Background: an optimization exercise with open tools, aiming at small area, a short achievable clock period and few clock cycles per item. Do not read the settings as production practice.
Where RTL was checked, it was by simulation tests only, not by an equivalence proof against the original.
Power is estimated from default activity; no workload was simulated.

Setup of P:
==> flow/design.v (excerpt) <==
module gps_synced_time_of_day_clock_top (
  input  wire logic        clk,
  input  wire logic        rst_n,
  input  wire logic        in_tvalid,
  output logic             in_tready,
  input  wire logic [7:0]  in_tdata,    
  input  wire logic [1:0]  in_tuser,    
  output logic             out_tvalid,
  input  wire logic        out_tready,
  output logic [79:0]      out_tdata,
  input  wire logic        cfg_psel,
  input  wire logic        cfg_penable,
  input  wire logic        cfg_pwrite,
  input  wire logic [2:0]  cfg_paddr,
  input  wire logic [31:0] cfg_pwdata,
  output logic [31:0]      cfg_prdata,
  output logic             cfg_pready
);
clock: 7.0 ns
lec_check: 0
cap_margin: 20
core_margin: 2
core_utilization: 40
setup_slack_margin: 4.5
slew_margin: 20
run.sh (not shown) runs the stock make flow with config.mk's settings and CLKGATE_MAP_FILE= SYNTH_SCRIPT=/design/flow/synth_recipe.tcl, a recipe that flattens the netlist after the stock synthesis.
The following lists how Q was set up differently from P:
- putting ABC_AREA at 1 where nothing was set
Results
- Diff P -> Q: ratio of final minimum period to clock period shows a reduction of 7.6 points; clock tree buffer count of the final layout shows an increase of 4; distinct cell type count of the synthesized netlist shows a reduction of 34; setup TNS shows no meaningful change; floorplan row count shows an increase of 1.
- Between Q and P, it is Q whose synthesized instance count is higher, by 253.
No functional check of the RTL was part of any run of this note.

========
## north
Another version of the RTL of gps_synced_time_of_day_clock_top (not shown whole).
Size in the first run: roughly 1200 cells after synthesis, roughly 170 I/O pins, ~8600 sq um of cells after synthesis.
==> flow/design.v (excerpt) <==
module gps_synced_time_of_day_clock_top (
  input  wire logic        clk,
  input  wire logic        rst_n,
  input  wire logic        in_tvalid,
  output logic             in_tready,
  input  wire logic [7:0]  in_tdata,    
  input  wire logic [1:0]  in_tuser,    
  output logic             out_tvalid,
  input  wire logic        out_tready,
  output logic [79:0]      out_tdata,
  input  wire logic        cfg_psel,
  input  wire logic        cfg_penable,
  input  wire logic        cfg_pwrite,
  input  wire logic [2:0]  cfg_paddr,
  input  wire logic [31:0] cfg_pwdata,
  output logic [31:0]      cfg_prdata,
  output logic             cfg_pready
);
  logic            in_valid_r;
  gtod_pkg::op_t   in_op_r;
  logic [7:0]      in_byte_r;
  logic [4:0]      utc_offset_r;
  logic [7:0]      report_interval_r;
  logic [7:0]      rdata_r;
  logic            advance;
  logic            out_valid_nxt;
  logic            cfg_wr;
  gtod_pkg::load_t load;
  assign cfg_pready = 1'b1;
  assign cfg_wr     = cfg_psel && cfg_penable && cfg_pwrite;
  assign advance    = in_valid_r;
  always_ff @(posedge clk) begin
    in_tready <= rst_n && !out_valid_nxt
                 && !(in_tvalid && in_tready && in_tuser == gtod_pkg::OP_PPS)
                 && !(cfg_psel && !cfg_penable && cfg_pwrite);
  end
  always_ff @(posedge clk) begin
    rdata_r <= cfg_paddr[2] ? report_interval_r : {3'd0, utc_offset_r};
  end
  assign cfg_prdata = {24'd0, rdata_r};
  always_ff @(posedge clk) begin
    if (!rst_n) begin
      utc_offset_r      <= gtod_pkg::UTC_OFFSET_RESET;
      report_interval_r <= gtod_pkg::REPORT_INTERVAL_RESET;
    end else if (cfg_wr) begin
      if (!cfg_paddr[2]) begin
        utc_offset_r <= cfg_pwdata[4:0];
      end else begin
        report_interval_r <= cfg_pwdata[7:0];
      end
    end
  end
  always_ff @(posedge clk) begin
    in_valid_r <= rst_n && in_tvalid && in_tready;
  end
  always_ff @(posedge clk) begin
    in_op_r   <= gtod_pkg::op_t'(in_tuser);
    in_byte_r <= in_tdata;
  end
  gtod_nmea_parser u_parser (
    .clk        (clk),
    .rst_n      (rst_n),
    .byte_valid (advance && in_op_r == gtod_pkg::OP_BYTE),
    .rx_byte    (in_byte_r),
    .utc_offset (utc_offset_r),
    .load       (load)
  );
  gtod_clock_core u_core (
    .clk             (clk),
    .rst_n           (rst_n),
  ...
clock: 7.0 ns
lec_check: 0
abc_area: 1
cap_margin: 20
core_margin: 2
core_utilization: 40
cts_buf_list: sky130_fd_sc_hd__clkbuf_8
place_density: 0.75
setup_slack_margin: 4.58
slew_margin: 20
standard.sh (not shown) runs the stock make flow with config.mk's settings and CLKGATE_MAP_FILE= SYNTH_SCRIPT=/design/flow/synth_recipe.tcl, a recipe that flattens the netlist after the stock synthesis.
==> flow/flow/run.sh <==
#!/bin/bash
# Standard layout with two changes: plain buf_1 cells as port buffers (instead of the
# default delay buffers), and a clock tree of clkbuf_8 cells under a clkbuf_16 root,
# without dummy loads. ORFS writes each step's log under orfs/logs; standard.log has the rest.
set -euo pipefail
export BUFFER_PORTS_ARGS="-buffer_cell sky130_fd_sc_hd__buf_1"
export CTS_ARGS="-sink_clustering_enable -repair_clock_nets -dont_use_dummy_load -buf_list sky130_fd_sc_hd__clkbuf_8 -root_buf sky130_fd_sc_hd__clkbuf_16"
bash standard.sh > standard.log 2>&1
north | stages: all done | timing, DRC, antenna: all pass
Testbench counts of north, summed over its fixed seeds: cycles 78,482, items 78,338.
Relative to north, the following input files were edited for south:
# north
export LEC_CHECK = 0
export ABC_AREA = 1
export CAP_MARGIN = 20
export CORE_MARGIN = 2
export CORE_UTILIZATION = 40
export CTS_BUF_LIST = sky130_fd_sc_hd__clkbuf_8
export PLACE_DENSITY = 0.75
export SETUP_SLACK_MARGIN = 4.58
export SLEW_MARGIN = 20
create_clock -name core_clock -period 7.0 [get_ports {clk}]
# south
export LEC_CHECK = 0
export ABC_AREA = 1
export CAP_MARGIN = 20
export CORE_MARGIN = 2
export CORE_UTILIZATION = 40
export CTS_BUF_LIST = sky130_fd_sc_hd__clkbuf_8
export SETUP_SLACK_MARGIN = 4.5
export SLEW_MARGIN = 20
create_clock -name core_clock -period 7.0 [get_ports {clk}]
==> flow/flow/run.sh <==
#!/bin/bash
# Standard layout with two changes: plain buf_1 cells as port buffers (instead of the
# default delay buffers), and a clock tree of clkbuf_8 cells without dummy loads.
set -euo pipefail
export BUFFER_PORTS_ARGS="-buffer_cell sky130_fd_sc_hd__buf_1"
export CTS_ARGS="-sink_clustering_enable -repair_clock_nets -dont_use_dummy_load -buf_list sky130_fd_sc_hd__clkbuf_8"
bash standard.sh > standard.log 2>&1
Notes after the runs:
south against north: final critical-path setup slack decreased 0.065 ns, number of cells in the finished layout apart from fillers now smaller, sequential share of layout area has increased, area of all placed cells without fillers lower.
Here is what was changed in the inputs of east compared with south.
# south
export LEC_CHECK = 0
export ABC_AREA = 1
export CAP_MARGIN = 20
export CORE_MARGIN = 2
export CORE_UTILIZATION = 40
export CTS_BUF_LIST = sky130_fd_sc_hd__clkbuf_8
export SETUP_SLACK_MARGIN = 4.5
export SLEW_MARGIN = 20
create_clock -name core_clock -period 7.0 [get_ports {clk}]
# east
export LEC_CHECK = 0
export ABC_AREA = 1
export CAP_MARGIN = 20
export CORE_MARGIN = 2
export CORE_UTILIZATION = 40
export CTS_BUF_LIST = sky130_fd_sc_hd__clkbuf_8
export SETUP_SLACK_MARGIN = 4.62
export SLEW_MARGIN = 20
create_clock -name core_clock -period 7.0 [get_ports {clk}]
==> flow/flow/run.sh <==
#!/bin/bash
# Standard layout with two changes: plain buf_1 cells as port buffers (instead of the
# default delay buffers), and a clock tree of clkbuf_8 cells under a clkbuf_16 root,
# without dummy loads. ORFS writes each step's log under orfs/logs; standard.log has the rest.
set -euo pipefail
export BUFFER_PORTS_ARGS="-buffer_cell sky130_fd_sc_hd__buf_1"
export CTS_ARGS="-sink_clustering_enable -repair_clock_nets -dont_use_dummy_load -buf_list sky130_fd_sc_hd__clkbuf_8 -root_buf sky130_fd_sc_hd__clkbuf_16"
bash standard.sh > standard.log 2>&1
==> comparison <==
- Relative to south, the register cell area after layout measured on east has increased slightly.
- On post-place instance area, south tracks east almost exactly.
- The global-route usage was comparable across east and south.
- south was routed with fewer vias than east.
- Comparing east with south, the clock skew came out essentially unchanged.
## Diff of input files: west against east
# east
export LEC_CHECK = 0
export ABC_AREA = 1
export CAP_MARGIN = 20
export CORE_MARGIN = 2
export CORE_UTILIZATION = 40
export CTS_BUF_LIST = sky130_fd_sc_hd__clkbuf_8
export SETUP_SLACK_MARGIN = 4.62
export SLEW_MARGIN = 20
create_clock -name core_clock -period 7.0 [get_ports {clk}]
# west
export LEC_CHECK = 0
export ABC_AREA = 1
export CAP_MARGIN = 20
export CORE_MARGIN = 2
export CORE_UTILIZATION = 40
export CTS_BUF_LIST = sky130_fd_sc_hd__clkbuf_8
export SETUP_SLACK_MARGIN = 4.65
export SLEW_MARGIN = 20
create_clock -name core_clock -period 7.0 [get_ports {clk}]
==> flow/flow/run.sh <==
#!/bin/bash
# Standard layout with two changes: plain buf_1 cells as port buffers (instead of the
# default delay buffers), and a clock tree of clkbuf_8 cells without dummy loads.
set -euo pipefail
export BUFFER_PORTS_ARGS="-buffer_cell sky130_fd_sc_hd__buf_1"
export CTS_ARGS="-sink_clustering_enable -repair_clock_nets -dont_use_dummy_load -buf_list sky130_fd_sc_hd__clkbuf_8"
bash standard.sh > standard.log 2>&1
==> comparison <==
- In west, the final period demand of the worst path came out 0.055 ns below the value in east.
- Diff east..west | hold slack | negligible
- Setup WNS east -> west: better
- west vs east: sequential share of layout area down
- Final total power (west vs. east) decreases slightly
- Relative area change from synthesis to final layout sits higher in west than in east.
- west vs east, power per cell area went down by 10%.
- Looking at vias after detailed routing, west sits 148 higher than east does.
--- input diff west..middle ---
# west
export LEC_CHECK = 0
export ABC_AREA = 1
export CAP_MARGIN = 20
export CORE_MARGIN = 2
export CORE_UTILIZATION = 40
export CTS_BUF_LIST = sky130_fd_sc_hd__clkbuf_8
export SETUP_SLACK_MARGIN = 4.65
export SLEW_MARGIN = 20
create_clock -name core_clock -period 7.0 [get_ports {clk}]
# middle
export LEC_CHECK = 0
export ABC_AREA = 1
export CAP_MARGIN = 20
export CORE_MARGIN = 2
export CORE_UTILIZATION = 40
export CTS_BUF_LIST = sky130_fd_sc_hd__clkbuf_8
export SETUP_SLACK_MARGIN = 4.58
export SLEW_MARGIN = 20
create_clock -name core_clock -period 7.0 [get_ports {clk}]
==> flow/flow/run.sh <==
#!/bin/bash
# Standard layout with two changes: plain buf_1 cells as port buffers (instead of the
# default delay buffers), and a clock tree of clkbuf_8 cells under a clkbuf_16 root,

set -euo pipefail
export BUFFER_PORTS_ARGS="-buffer_cell sky130_fd_sc_hd__buf_1"
export CTS_ARGS="-sink_clustering_enable -repair_clock_nets -dont_use_dummy_load -buf_list sky130_fd_sc_hd__clkbuf_8 -root_buf sky130_fd_sc_hd__clkbuf_16"
bash standard.sh > standard.log 2>&1
==> comparison <==
The timing-limited maximum frequency in middle sits 9.0 MHz below the value recorded for west. Combinational group share of total power delta for middle relative to west: 0.6 points lower. Taking west as the reference point, the final critical delay including setup and external delays of middle rises by 0.050 ns. Re net switching power: middle is about 2% down on west. Run comparison: west endpoint of the most critical setup path out_tdata[13]; middle endpoint of the most critical setup path out_tdata[43]. Of west and middle, middle shows the higher power of the sequential group, with west below it. Delta (middle minus west): HPWL reported at the end of detailed placement up about 1.1%, maximum fanout along the worst path down 1, first-iteration DRC count down 78, power drawn by the clock network up about 2%.

[re-timing with driven ports]
In the flow no input, the clock included, has a driving cell. The finished layouts below were timed again as built, in two steps.
Step 1 sets driving cells, clkbuf_16 on the clock port and buf_2 on the other inputs (assumed; they add their load-dependent delay and slew).
Step 2 adds t to the input delays and takes it off the output delays; t is the mean of the earliest and latest rising clock arrival at the registers after step 1. Input paths then give back, and output paths get back, about the clock's delay inside the block.
Three values: ideal, step 1, step 2; two values: the first two.
run | t (ns) | slack for setup (ns) | hold WS [ns] | worst setup path at the end | slew at the worst register clock pin (ns)
P | 0.472 | 3.489 / 3.489 / 3.489 | 0.464 / 0.464 / 0.464 | register to register | 0.06 / 0.06
Q | 0.464 | 4.022 / 4.022 / 4.022 | 0.469 / 0.469 / 0.469 | register to register | 0.07 / 0.07
north | 0.411 | 4.611 / 4.571 / 4.254 | 0.426 / 0.426 / 0.426 | input to register | 0.09 / 0.09
south | 0.471 | 4.546 / 4.506 / 4.213 | 0.414 / 0.414 / 0.414 | input to register | 0.09 / 0.09
east | 0.403 | 4.615 / 4.612 / 4.332 | 0.409 / 0.409 / 0.409 | input to register | 0.09 / 0.09
west | 0.478 | 4.670 / 4.629 / 4.301 | 0.412 / 0.412 / 0.412 | input to register | 0.10 / 0.10
middle | 0.405 | 4.620 / 4.574 / 4.269 | 0.401 / 0.401 / 0.401 | input to register | 0.09 / 0.09
After both steps setup and hold are still met in every run listed. For west, which loses most, drivers alone change the setup slack by -0.041 ns; drivers and shift together by -0.369 ns.
